This is an optimization exercise on Yosys and OpenROAD, whose aim is small area, a short achievable clock period and few clock cycles per item, not a production implementation.
In this exercise RTL edits were held to simulation tests only and were not proved equivalent to the original.
Power and IR drop assume default switching activity.

**flow/config.mk**
```make
export PLATFORM = sky130hd
export DESIGN_NAME = seq_ack_window_tracker
export DESIGN_NICKNAME = seq_ack_window_tracker
export VERILOG_FILES = /design/flow/design.v
export SDC_FILE = /design/flow/constraint.sdc
export NUM_CORES = 4
export LEC_CHECK = 0
export CAP_MARGIN = 20
export CORE_MARGIN = 2
export CORE_UTILIZATION = 40
export SLEW_MARGIN = 20
```
**flow/constraint.sdc**
```tcl
create_clock -name core_clock -period 7.0 [get_ports {clk}]
set_input_delay 1.4000 -clock core_clock [delete_from_list [all_inputs] [get_ports {clk}]]
set_output_delay 1.4000 -clock core_clock [all_outputs]
set_load 0.01 [all_outputs]
```
**flow/design.v**
```verilog
`default_nettype none
package sawt_pkg;
  localparam int SEQ_W  = 24;
  localparam int SESS_W = 8;
  localparam int MASK_W = 64;
  localparam int STS_W  = 3;
  typedef enum logic [1:0] {
    OP_INCOMING = 2'd0,
    OP_OUTGOING = 2'd1,
    OP_NOACK    = 2'd2,
    OP_CLEAR    = 2'd3
  } op_t;
  typedef enum logic [STS_W-1:0] {
    STS_OK          = 3'd0,
    STS_BAD_SESSION = 3'd1,
    STS_BAD_SEQ     = 3'd2,
    STS_FATAL_GAP   = 3'd3,
    STS_NOT_CONN    = 3'd4,
    STS_TABLE_FULL  = 3'd5
  } sts_t;
  localparam logic KIND_STATUS = 1'b0;
  localparam logic KIND_NOTE   = 1'b1;
  typedef enum logic [2:0] {
    S_IDLE,
    S_SCAN,
    S_CMP,
    S_NOTE,
    S_STATUS
  } state_t;
  typedef struct packed {
    logic             seq_ok;
    logic             any;
    logic [SEQ_W-1:0] last;
  } rxw_stat_t;
endpackage
`default_nettype wire
`default_nettype none
module sawt_ram #(
  parameter int WIDTH = 24,
  parameter int DEPTH = 32
) (
  input  wire logic                     clk,
  input  wire logic                     we,
  input  wire logic [$clog2(DEPTH)-1:0] waddr,
  input  wire logic [WIDTH-1:0]         wdata,
  input  wire logic [$clog2(DEPTH)-1:0] raddr,
  output logic      [WIDTH-1:0]         rdata
);
  logic [WIDTH-1:0] mem_r [DEPTH];
  always_ff @(posedge clk) begin
    if (we) begin
      mem_r[waddr] <= wdata;
    end
    rdata <= mem_r[raddr];
  end
endmodule
`default_nettype wire
`default_nettype none
module sawt_rxwin #(
  parameter int ACK_WIDTH = 64,
  parameter int RX_WINDOW = 128
) (
  input  wire logic                    clk,
  input  wire logic                    rst_n,
  input  wire logic [sawt_pkg::SEQ_W-1:0] hdr_seq,
  input  wire logic                    upd,
  input  wire logic                    clr,
  output sawt_pkg::rxw_stat_t          stat,
  output logic      [ACK_WIDTH-1:0]    bits
);
  localparam int SH_W = $clog2(ACK_WIDTH);
  logic [sawt_pkg::SEQ_W-1:0]     last_r, last_nxt;
  logic                 any_r, any_nxt;
  logic [ACK_WIDTH-1:0] bits_r, bits_nxt;
  logic [sawt_pkg::SEQ_W:0]       last_x;
  logic [sawt_pkg::SEQ_W:0]       sh;
  logic                 ok;
  always_comb begin
    last_x = any_r ? {1'b0, last_r} : {(sawt_pkg::SEQ_W+1){1'b1}};
    sh     = {1'b0, hdr_seq} - last_x;
    ok     = (!any_r || (hdr_seq > last_r)) && (sh <= (sawt_pkg::SEQ_W+1)'(RX_WINDOW));
  end
  always_comb begin
    last_nxt = last_r;
    any_nxt  = any_r;
    bits_nxt = bits_r;
    if (clr) begin
      last_nxt = '0;
      any_nxt  = 1'b0;
      bits_nxt = '1;
    end else if (upd) begin
      if (sh >= (sawt_pkg::SEQ_W+1)'(ACK_WIDTH)) begin
        bits_nxt = '0;
      end else begin
        bits_nxt = bits_r << sh[SH_W-1:0];
      end
      bits_nxt[0] = 1'b1;
      last_nxt    = hdr_seq;
      any_nxt     = 1'b1;
    end
  end
  always_ff @(posedge clk) begin
    if (!rst_n) begin
      last_r <= '0;
      any_r  <= 1'b0;
      bits_r <= '1;
    end else begin
      last_r <= last_nxt;
      any_r  <= any_nxt;
      bits_r <= bits_nxt;
    end
  end
  assign stat.seq_ok = ok;
  assign stat.any    = any_r;
  assign stat.last   = last_r;
  assign bits        = bits_r;
endmodule
`default_nettype wire
`default_nettype none
module seq_ack_window_tracker #(
  parameter int ACK_WIDTH    = 64,
  parameter int FLIGHT_DEPTH = 32,
  parameter int RX_WINDOW    = 128
) (
  input  wire logic                          clk,
  input  wire logic                          rst_n,
  input  wire logic                          cfg_wr_en,
  input  wire logic [sawt_pkg::SESS_W-1:0]   cfg_wr_data,
  input  wire logic                          in_valid,
  output logic                               in_stall,
  input  wire logic [1:0]                    in_operation,
  input  wire logic [sawt_pkg::SESS_W-1:0]   in_hdr_session,
  input  wire logic [sawt_pkg::SEQ_W-1:0]    in_hdr_seq,
  input  wire logic                          in_hdr_ack_valid,
  input  wire logic [sawt_pkg::SEQ_W-1:0]    in_hdr_highest_ack,
  input  wire logic [sawt_pkg::MASK_W-1:0]   in_hdr_ack_mask,
  output logic                               out_valid,
  input  wire logic                          out_stall,
  output logic                               out_kind,
  output logic [sawt_pkg::STS_W-1:0]         out_status,
  output logic [sawt_pkg::SEQ_W-1:0]         out_seq,
  output logic                               out_acked,
  output logic                               out_rx_seq_valid,
  output logic [sawt_pkg::SEQ_W-1:0]         out_rx_seq,
  output logic [sawt_pkg::MASK_W-1:0]        out_rx_bitmap,
  output logic                               out_connected,
  output logic                               out_last
);
  localparam int PW     = $clog2(FLIGHT_DEPTH);
  localparam int AIDX_W = $clog2(ACK_WIDTH);
  localparam int CNT_W  = (AIDX_W > PW) ? AIDX_W : PW;
  sawt_pkg::state_t               state_r;
  sawt_pkg::state_t               state_nxt;
  logic [sawt_pkg::SESS_W-1:0]    session_r;
  logic [sawt_pkg::SEQ_W-1:0]     tx_last_r, tx_last_nxt;
  logic                 tx_any_r, tx_any_nxt;
  logic [sawt_pkg::SEQ_W-1:0]     peer_upto_r, peer_upto_nxt;
  logic                 peer_any_r, peer_any_nxt;
  logic                 link_up_r, link_up_nxt;
  logic [FLIGHT_DEPTH-1:0] used_r, used_nxt;
  logic [FLIGHT_DEPTH-1:0] noack_r, noack_nxt;
  logic [sawt_pkg::SEQ_W-1:0]     cur_r, cur_nxt;
  logic [CNT_W-1:0]     cnt_r, cnt_nxt;
  logic [PW-1:0]        p_r, p_nxt;
  logic                 full_r, full_nxt;
  logic [ACK_WIDTH-1:0] mask_r, mask_nxt;
  sawt_pkg::sts_t                 res_sts_r;
  sawt_pkg::sts_t                 res_sts_nxt;
  logic [sawt_pkg::SEQ_W-1:0]     res_seq_r, res_seq_nxt;
  logic                 res_rx_r, res_rx_nxt;
  logic                 out_valid_r, out_valid_nxt;
  logic                 out_kind_r, out_kind_nxt;
  logic [sawt_pkg::STS_W-1:0]     out_status_r, out_status_nxt;
  logic [sawt_pkg::SEQ_W-1:0]     out_seq_r, out_seq_nxt;
  logic                 out_acked_r, out_acked_nxt;
  logic                 out_rxv_r, out_rxv_nxt;
  logic [sawt_pkg::SEQ_W-1:0]     out_rxs_r, out_rxs_nxt;
  logic [sawt_pkg::MASK_W-1:0]    out_rxb_r, out_rxb_nxt;
  logic                 out_conn_r, out_conn_nxt;
  logic                 out_last_r, out_last_nxt;
  sawt_pkg::rxw_stat_t            rx_stat;
  logic [ACK_WIDTH-1:0] rx_bits;
  logic                 rx_upd, rx_clr;
  logic                 ram_we;
  logic [PW-1:0]        ram_waddr;
  logic [sawt_pkg::SEQ_W-1:0]     ram_wdata;
  logic [sawt_pkg::SEQ_W-1:0]     ram_rdata;
  logic                 in_acc;
  logic                 out_free;
  logic                 last_slot, last_seq;
  logic                 free_found;
  logic [PW-1:0]        free_slot;
  logic [sawt_pkg::SEQ_W:0]       start_x, high_x, span;
  logic                 span_ok, fatal;
  logic [sawt_pkg::SEQ_W-1:0]     full_start;
  assign in_stall = (state_r != sawt_pkg::S_IDLE);
  assign in_acc   = in_valid && !in_stall;
  assign out_free = !out_valid_r || !out_stall;
  assign last_slot = (p_r == PW'(FLIGHT_DEPTH - 1));
  assign last_seq  = (cnt_r == '0);
  sawt_rxwin #(.ACK_WIDTH(ACK_WIDTH), .RX_WINDOW(RX_WINDOW)) u_rxwin (
    .clk    (clk),
    .rst_n  (rst_n),
    .hdr_seq(in_hdr_seq),
    .upd    (rx_upd),
    .clr    (rx_clr),
    .stat   (rx_stat),
    .bits   (rx_bits)
  );
  sawt_ram #(.WIDTH(sawt_pkg::SEQ_W), .DEPTH(FLIGHT_DEPTH)) u_flight (
    .clk  (clk),
    .we   (ram_we),
    .waddr(ram_waddr),
    .wdata(ram_wdata),
    .raddr(p_r),
    .rdata(ram_rdata)
  );
  always_comb begin
    free_found = 1'b0;
    free_slot  = '0;
    for (int i = FLIGHT_DEPTH - 1; i >= 0; i--) begin
      if (!used_r[i]) begin
        free_found = 1'b1;
        free_slot  = PW'(i);
      end
    end
  end
  always_comb begin
    start_x    = peer_any_r ? ({1'b0, peer_upto_r} + (sawt_pkg::SEQ_W+1)'(1)) : '0;
    high_x     = {1'b0, in_hdr_highest_ack};
    span       = high_x - start_x;
    span_ok    = (start_x <= high_x);
    fatal      = span_ok && (span >= (sawt_pkg::SEQ_W+1)'(ACK_WIDTH));
    full_start = peer_any_r ? (peer_upto_r + sawt_pkg::SEQ_W'(1)) : '0;
  end
  always_comb begin
    state_nxt     = state_r;
    tx_last_nxt   = tx_last_r;
    tx_any_nxt    = tx_any_r;
    peer_upto_nxt = peer_upto_r;
    peer_any_nxt  = peer_any_r;
    link_up_nxt   = link_up_r;
    used_nxt      = used_r;
    noack_nxt     = noack_r;
    cur_nxt       = cur_r;
    cnt_nxt       = cnt_r;
    p_nxt         = p_r;
    full_nxt      = full_r;
    mask_nxt      = mask_r;
    res_sts_nxt   = res_sts_r;
    res_seq_nxt   = res_seq_r;
    res_rx_nxt    = res_rx_r;
    rx_upd        = 1'b0;
    rx_clr        = 1'b0;
    ram_we        = 1'b0;
    ram_waddr     = free_slot;
    ram_wdata     = tx_any_r ? (tx_last_r + sawt_pkg::SEQ_W'(1)) : '0;
    out_valid_nxt  = out_valid_r && out_stall;
    out_kind_nxt   = out_kind_r;
    out_status_nxt = out_status_r;
    out_seq_nxt    = out_seq_r;
    out_acked_nxt  = out_acked_r;
    out_rxv_nxt    = out_rxv_r;
    out_rxs_nxt    = out_rxs_r;
    out_rxb_nxt    = out_rxb_r;
    out_conn_nxt   = out_conn_r;
    out_last_nxt   = out_last_r;
    case (state_r)
      sawt_pkg::S_IDLE: begin
        if (in_acc) begin
          res_sts_nxt = sawt_pkg::STS_OK;
          res_seq_nxt = '0;
          res_rx_nxt  = 1'b0;
          state_nxt   = sawt_pkg::S_STATUS;
          case (in_operation)
            sawt_pkg::OP_INCOMING: begin
              if (in_hdr_session != session_r) begin
                res_sts_nxt = sawt_pkg::STS_BAD_SESSION;
              end else if (!rx_stat.seq_ok) begin
                res_sts_nxt = sawt_pkg::STS_BAD_SEQ;
              end else begin
                rx_upd = 1'b1;
                if (in_hdr_ack_valid) begin
                  if (fatal) begin
                    link_up_nxt = 1'b0;
                    res_sts_nxt = sawt_pkg::STS_FATAL_GAP;
                  end else begin
                    peer_upto_nxt = in_hdr_highest_ack;
                    peer_any_nxt  = 1'b1;
                    if (span_ok) begin
                      cur_nxt   = start_x[sawt_pkg::SEQ_W-1:0];
                      cnt_nxt   = span[CNT_W-1:0];
                      p_nxt     = '0;
                      full_nxt  = 1'b0;
                      mask_nxt  = in_hdr_ack_mask[ACK_WIDTH-1:0];
                      state_nxt = sawt_pkg::S_SCAN;
                    end
                  end
                end
              end
            end
            sawt_pkg::OP_OUTGOING: begin
              if (!link_up_r) begin
                res_sts_nxt = sawt_pkg::STS_NOT_CONN;
              end else if (free_found) begin
                ram_we               = 1'b1;
                tx_last_nxt          = ram_wdata;
                tx_any_nxt           = 1'b1;
                used_nxt[free_slot]  = 1'b1;
                noack_nxt[free_slot] = 1'b0;
                res_seq_nxt          = ram_wdata;
                res_rx_nxt           = 1'b1;
              end else begin
                cur_nxt       = full_start;
                cnt_nxt       = CNT_W'(FLIGHT_DEPTH - 1);
                p_nxt         = '0;
                full_nxt      = 1'b1;
                peer_upto_nxt = full_start + sawt_pkg::SEQ_W'(FLIGHT_DEPTH - 1);
                peer_any_nxt  = 1'b1;
                link_up_nxt   = 1'b0;
                res_sts_nxt   = sawt_pkg::STS_TABLE_FULL;
                state_nxt     = sawt_pkg::S_SCAN;
              end
            end
            sawt_pkg::OP_NOACK: begin
              noack_nxt = noack_r | used_r;
            end
            sawt_pkg::OP_CLEAR: begin
              rx_clr        = 1'b1;
              tx_last_nxt   = '0;
              tx_any_nxt    = 1'b0;
              peer_upto_nxt = '0;
              peer_any_nxt  = 1'b0;
              link_up_nxt   = 1'b1;
              used_nxt      = '0;
              noack_nxt     = '0;
            end
            default: begin
              res_sts_nxt = sawt_pkg::STS_OK;
            end
          endcase
        end
      end
      sawt_pkg::S_SCAN: begin
        if (used_r[p_r]) begin
          state_nxt = sawt_pkg::S_CMP;
        end else if (!last_slot) begin
          p_nxt = p_r + PW'(1);
        end else if (last_seq) begin
          state_nxt = sawt_pkg::S_STATUS;
        end else begin
          cur_nxt = cur_r + sawt_pkg::SEQ_W'(1);
          cnt_nxt = cnt_r - CNT_W'(1);
          p_nxt   = '0;
        end
      end
      sawt_pkg::S_CMP: begin
        if (ram_rdata == cur_r) begin
          if (!noack_r[p_r]) begin
            state_nxt = sawt_pkg::S_NOTE;
          end else if (last_seq) begin
            state_nxt = sawt_pkg::S_STATUS;
          end else begin
            cur_nxt   = cur_r + sawt_pkg::SEQ_W'(1);
            cnt_nxt   = cnt_r - CNT_W'(1);
            p_nxt     = '0;
            state_nxt = sawt_pkg::S_SCAN;
          end
        end else if (!last_slot) begin
          p_nxt     = p_r + PW'(1);
          state_nxt = sawt_pkg::S_SCAN;
        end else if (last_seq) begin
          state_nxt = sawt_pkg::S_STATUS;
        end else begin
          cur_nxt   = cur_r + sawt_pkg::SEQ_W'(1);
          cnt_nxt   = cnt_r - CNT_W'(1);
          p_nxt     = '0;
          state_nxt = sawt_pkg::S_SCAN;
        end
      end
      sawt_pkg::S_NOTE: begin
        if (out_free) begin
          out_valid_nxt  = 1'b1;
          out_kind_nxt   = sawt_pkg::KIND_NOTE;
          out_status_nxt = sawt_pkg::STS_OK;
          out_seq_nxt    = cur_r;
          out_acked_nxt  = !full_r && mask_r[cnt_r[AIDX_W-1:0]];
          out_rxv_nxt    = 1'b0;
          out_rxs_nxt    = '0;
          out_rxb_nxt    = '0;
          out_conn_nxt   = link_up_r;
          out_last_nxt   = 1'b0;
          used_nxt[p_r]  = 1'b0;
          if (last_seq) begin
            state_nxt = sawt_pkg::S_STATUS;
          end else begin
            cur_nxt   = cur_r + sawt_pkg::SEQ_W'(1);
            cnt_nxt   = cnt_r - CNT_W'(1);
            p_nxt     = '0;
            state_nxt = sawt_pkg::S_SCAN;
          end
        end
      end
      sawt_pkg::S_STATUS: begin
        if (out_free) begin
          out_valid_nxt  = 1'b1;
          out_kind_nxt   = sawt_pkg::KIND_STATUS;
          out_status_nxt = res_sts_r;
          out_seq_nxt    = res_seq_r;
          out_acked_nxt  = 1'b0;
          out_rxv_nxt    = res_rx_r && rx_stat.any;
          out_rxs_nxt    = (res_rx_r && rx_stat.any) ? rx_stat.last : '0;
          out_rxb_nxt    = res_rx_r ? sawt_pkg::MASK_W'(rx_bits) : '0;
          out_conn_nxt   = link_up_r;
          out_last_nxt   = 1'b1;
          state_nxt      = sawt_pkg::S_IDLE;
        end
      end
      default: begin
        state_nxt = sawt_pkg::S_IDLE;
      end
    endcase
  end
  always_ff @(posedge clk) begin
    if (!rst_n) begin
      state_r     <= sawt_pkg::S_IDLE;
      session_r   <= '0;
      tx_last_r   <= '0;
      tx_any_r    <= 1'b0;
      peer_upto_r <= '0;
      peer_any_r  <= 1'b0;
      link_up_r   <= 1'b1;
      used_r      <= '0;
      noack_r     <= '0;
      out_valid_r <= 1'b0;
    end else begin
      state_r     <= state_nxt;
      if (cfg_wr_en) begin
        session_r <= cfg_wr_data;
      end
      tx_last_r   <= tx_last_nxt;
      tx_any_r    <= tx_any_nxt;
      peer_upto_r <= peer_upto_nxt;
      peer_any_r  <= peer_any_nxt;
      link_up_r   <= link_up_nxt;
      used_r      <= used_nxt;
      noack_r     <= noack_nxt;
      out_valid_r <= out_valid_nxt;
    end
  end
  always_ff @(posedge clk) begin
    cur_r        <= cur_nxt;
    cnt_r        <= cnt_nxt;
    p_r          <= p_nxt;
    full_r       <= full_nxt;
    mask_r       <= mask_nxt;
    res_sts_r    <= res_sts_nxt;
    res_seq_r    <= res_seq_nxt;
    res_rx_r     <= res_rx_nxt;
    out_kind_r   <= out_kind_nxt;
    out_status_r <= out_status_nxt;
    out_seq_r    <= out_seq_nxt;
    out_acked_r  <= out_acked_nxt;
    out_rxv_r    <= out_rxv_nxt;
    out_rxs_r    <= out_rxs_nxt;
    out_rxb_r    <= out_rxb_nxt;
    out_conn_r   <= out_conn_nxt;
    out_last_r   <= out_last_nxt;
  end
  assign out_valid        = out_valid_r;
  assign out_kind         = out_kind_r;
  assign out_status       = out_status_r;
  assign out_seq          = out_seq_r;
  assign out_acked        = out_acked_r;
  assign out_rx_seq_valid = out_rxv_r;
  assign out_rx_seq       = out_rxs_r;
  assign out_rx_bitmap    = out_rxb_r;
  assign out_connected    = out_conn_r;
  assign out_last         = out_last_r;
endmodule
`default_nettype wire
```
**flow/run.sh**
```bash
#!/bin/bash
# synth_recipe.tcl (not shown) runs the flow's synth.tcl, then flattens the netlist and writes it again
# the make line also repeats each setting of config.mk as NAME=value (left out here)
make -C /OpenROAD-flow-scripts/flow DESIGN_CONFIG=/design/flow/config.mk WORK_HOME=/design/flow/orfs CLKGATE_MAP_FILE= SYNTH_SCRIPT=/design/flow/synth_recipe.tcl finish
```
==> results.yml <==
yosys:
  synthTopCellsByArea: "edfxtp_1 51%, mux4_2 12%, dfxtp_1 8.0%, nand2_1 2.9%, nor2_1 1.9%"
  ys_seq_area_frac: 0.5936
  synth_cells: 4437
  yosysTopAreaCell: "edfxtp_1"
  syn-cell-area_um2: 59460
  ys_async_sr_fraction: 0
  synthDominantCellAreaShare: 0.5131
  synth_edf_count: 1016
  synth.distinct_cells: 104
  ys_warn_count: 3
  synth_common_cells: "1016 x edfxtp_1, 457 x nand2_1, 327 x mux4_2, 302 x nor2_1, 239 x dfxtp_1"
  syn_nets: 4663
  yosysMostFrequentCell: "edfxtp_1"
  yosys_most_used_dff: "edfxtp_1"
  syn-mean-instance-area_um2: 13.40
  ys_seq_elements: 1255
global_routing:
  grt_pass1_vias: 38210
  antenna_found_initial: 7
  grt_usage: 0.2172
  grt_max_degree: 107
  grt-ovfl-total: 0
  grt_pass1_wl_um: 248300
floorplanning:
  pin_count: 258
  core_region_area_um2: 147700
  die_area_um2: 151800
  rows: 141
  die_y_um: 389.6
  die_x_um: 389.6
  start_util: 0.4027
sta:
  fmax_mhz: 164.3
  max_slew_margin: 0.1662
  setup_viol: 0
  hold_viol: 0
  fin_crit_ps: 6087
  fin_skew_ps: 44.22
  tightest_slew_ps: 1240
  tns_ps: 0
  drv_slew: 0
  setup_ws_ps: 912.8
  hold_slack_ps: 485.6
  finalCritPeriodShare: 0.8696
  rsz0062_at_grt: "no"
placed_design:
  dpl.cell_count: 6459
  hpwl_um: 108000
  port_buffers: 257
  placed_cell_area_um2: 64690
  routabilityCongestion: 0.9255
  pre_cts_ws_ps: 772.6
critical_path:
  worstPathRequired_ps: 7430
  crit_path_end_kind: "flop"
  worstPathCellList: "ha_1 -> nand4_1 -> or3_1 -> o21a_1 -> o21ai_1 -> ha_1 -> and2_1 -> nand4_1 -> o21a_1 -> a21oi_1 -> or3_1 -> a2111oi_0 -> and3_1 -> and4_1 -> nor2b_4 -> buf_12"
  ff2ff_setup_slack_ps: 910
  worst-path-max-fanout: 64
  max_stage_delay_ps: 710
  rr_worst_depth: 16
  cp-start-kind: "flop"
  path_class: "flop to flop"
  arrival_ps: 6520
  r2r-start: "peer_upto_r[0]"
  r2r-end: "mask_r[43]"
  cp-startpoint: "peer_upto_r[0]"
  crit_slowest_cell: "o21ai_1"
  crit_end: "mask_r[43]"
job:
  maxCapViolCount: 0
clock_tree:
  post_cts_buffers: 0
  cts_sinks: 1255
  clk_latency_ps: 780
  cts_buffers: 136
  clockBufferDepth: 3
  path_clk_slew_ps: 60
  htree_levels: 4
  cts_tree: "done"
  ctsResizeCount: 0
  postCtsHoldBufs: 0
  clockRootBuffer: "clkbuf_16"
run_status:
  status: "no timing/DRC/antenna violations"
detailed_routing:
  dr.pass1.iters: 6
  finalWirelength_um: 167200
  vias_per_cell: 5.881
  wl_per_cell_um: 24.92
  detail-route-antenna-nets: 0
  drc: 0
  drt_iter0_markers: 4565
  num_vias: 39470
layout:
  n_fill_cell: 12930
  area_growth_pct: 16.54
  drive_gt1_frac: 0.1659
  final-seq-area_um2: 35290
  final_core_util: 0.4693
  stdcell_count: 6711
  nets: 4893
  multi_input_area_um2: 23160
  final_area_um2: 69300
min_path:
  hp-start: "peer_upto_r[1]"
  min_path_type: "flop to flop"
pwr:
  p_leak_nw: 24.54
  ir_drop_v: 0.0002228
  p_per_area_nw_per_um2: 234.8
  power_mw: 16.27
## layout make-up
cell class	instances	area share
antenna	1	0.00003611
clock buffer	176	0.05290
clock inverter	75	0.01329
inverter	94	0.005092
multi-input combinational	2807	0.3342
sequential	1255	0.5093
tap	1930	0.03485
timing repair buffer	373	0.05034
## critical path: cells and delay by family, from the launching register on
kind	cells	cell delay [ps]
simple gates	8	2630
compound gates	5	1630
buf+inv	1	310
flops	1	370
fa+ha+maj	2	730
## registers in the layout, summed over array words and instances, names as in the netlist, 32 cells and up
register and cells:
used_r 32, out_rxb_r 64, mask_r 64, noack_r 32, u_rxwin.bits_r 63, u_flight.mem_r 768
## cells by family (layout without fill, tap and decap cells)
logic type	Yosys count	count (layout)	synth area share
buffers and inverters	375	718	0.02506
DFF	1255	1255	0.5936
muxes	451	451	0.1455
other	0	1	0
adders and majority gates	90	90	0.01919
AOI/OAI and AO/OA	861	861	0.09606
and+or+nand+nor	1296	1296	0.1045
xor gates and xnor gates	109	109	0.01618
## worst min-delay path by stage
stage | cells past startpoint | slack, ps | end
floorplan | 2 | 460 | peer_upto_r[1]
global placement | 2 | 470 | peer_upto_r[1]
finish | 2 | 490 | peer_upto_r[1]
detailed placement | 2 | 480 | peer_upto_r[1]
CTS | 2 | 490 | peer_upto_r[1]
global route | 2 | 520 | peer_upto_r[1]
## power breakdown
group | internal, mW | switching [mW] | leakage, nW
Combinational | 0.341 | 0.542 | 9.42
Clock | 4.24 | 3.08 | 2.22
Sequential | 8.04 | 0.0340 | 12.9
Total | 12.6 | 3.65 | 24.5
## cell usage in the layout (no fill, tap or decap), drive strengths merged, types with 13 or more instances in the layout
master,n
nor2b,25
mux2i,89
clkinv,51
a22o,20
a21oi,213
nand2b,37
a311oi,13
or3,13
inv,100
o31ai,34
nor3,59
bufinv,13
buf,117
and4,13
edfxtp,1016
xor2,64
o21a,28
a22oi,29
nand2,457
a21o,25
mux4,327
xnor2,45
and3,52
ha,88
nand3,93
o21ai,194
a41oi,15
o211ai,70
nor4,39
a211oi,69
mux2,35
clkbuf,176
clkdlybuf4s50,256
nor2,303
a31oi,41
o221ai,20
nand4,44
dfxtp,239
and2,108
## layer usage
metal  global-route usage  wire length [um]
met5                    0                13
met3              0.03140             11330
met2               0.3469             79260
met4              0.06871              4729
met1               0.3067             71870
Testbench counts, summed over its fixed seeds: cycles 37,433, items 8,000.

[what the ideal ports hide]
The flow's constraints put no driver on any port. The routed layout listed below was extracted and timed again, unchanged, in two steps. Step 1 assumes that a clkbuf_16 drives the clock port and a buf_2 every other input. Step 2 also shifts input and output timing later by t, the mid clock arrival at the registers, as if the neighbouring blocks saw the same clock. Three values: ideal ports, drivers, drivers and shift; two values: the first two.
t (ns): 0.836
setup slack, ns: 0.913 / 0.913 / 0.687
worst setup path after step 2: input to register
latest minus earliest clock arrival (ns): 0.047 / 0.047
worst slew at a driven data input, ns: 0.07
After both steps this run still meets setup and hold. The setup slack of this run moves by 0.000 ns with the drivers and by -0.226 ns with both steps.
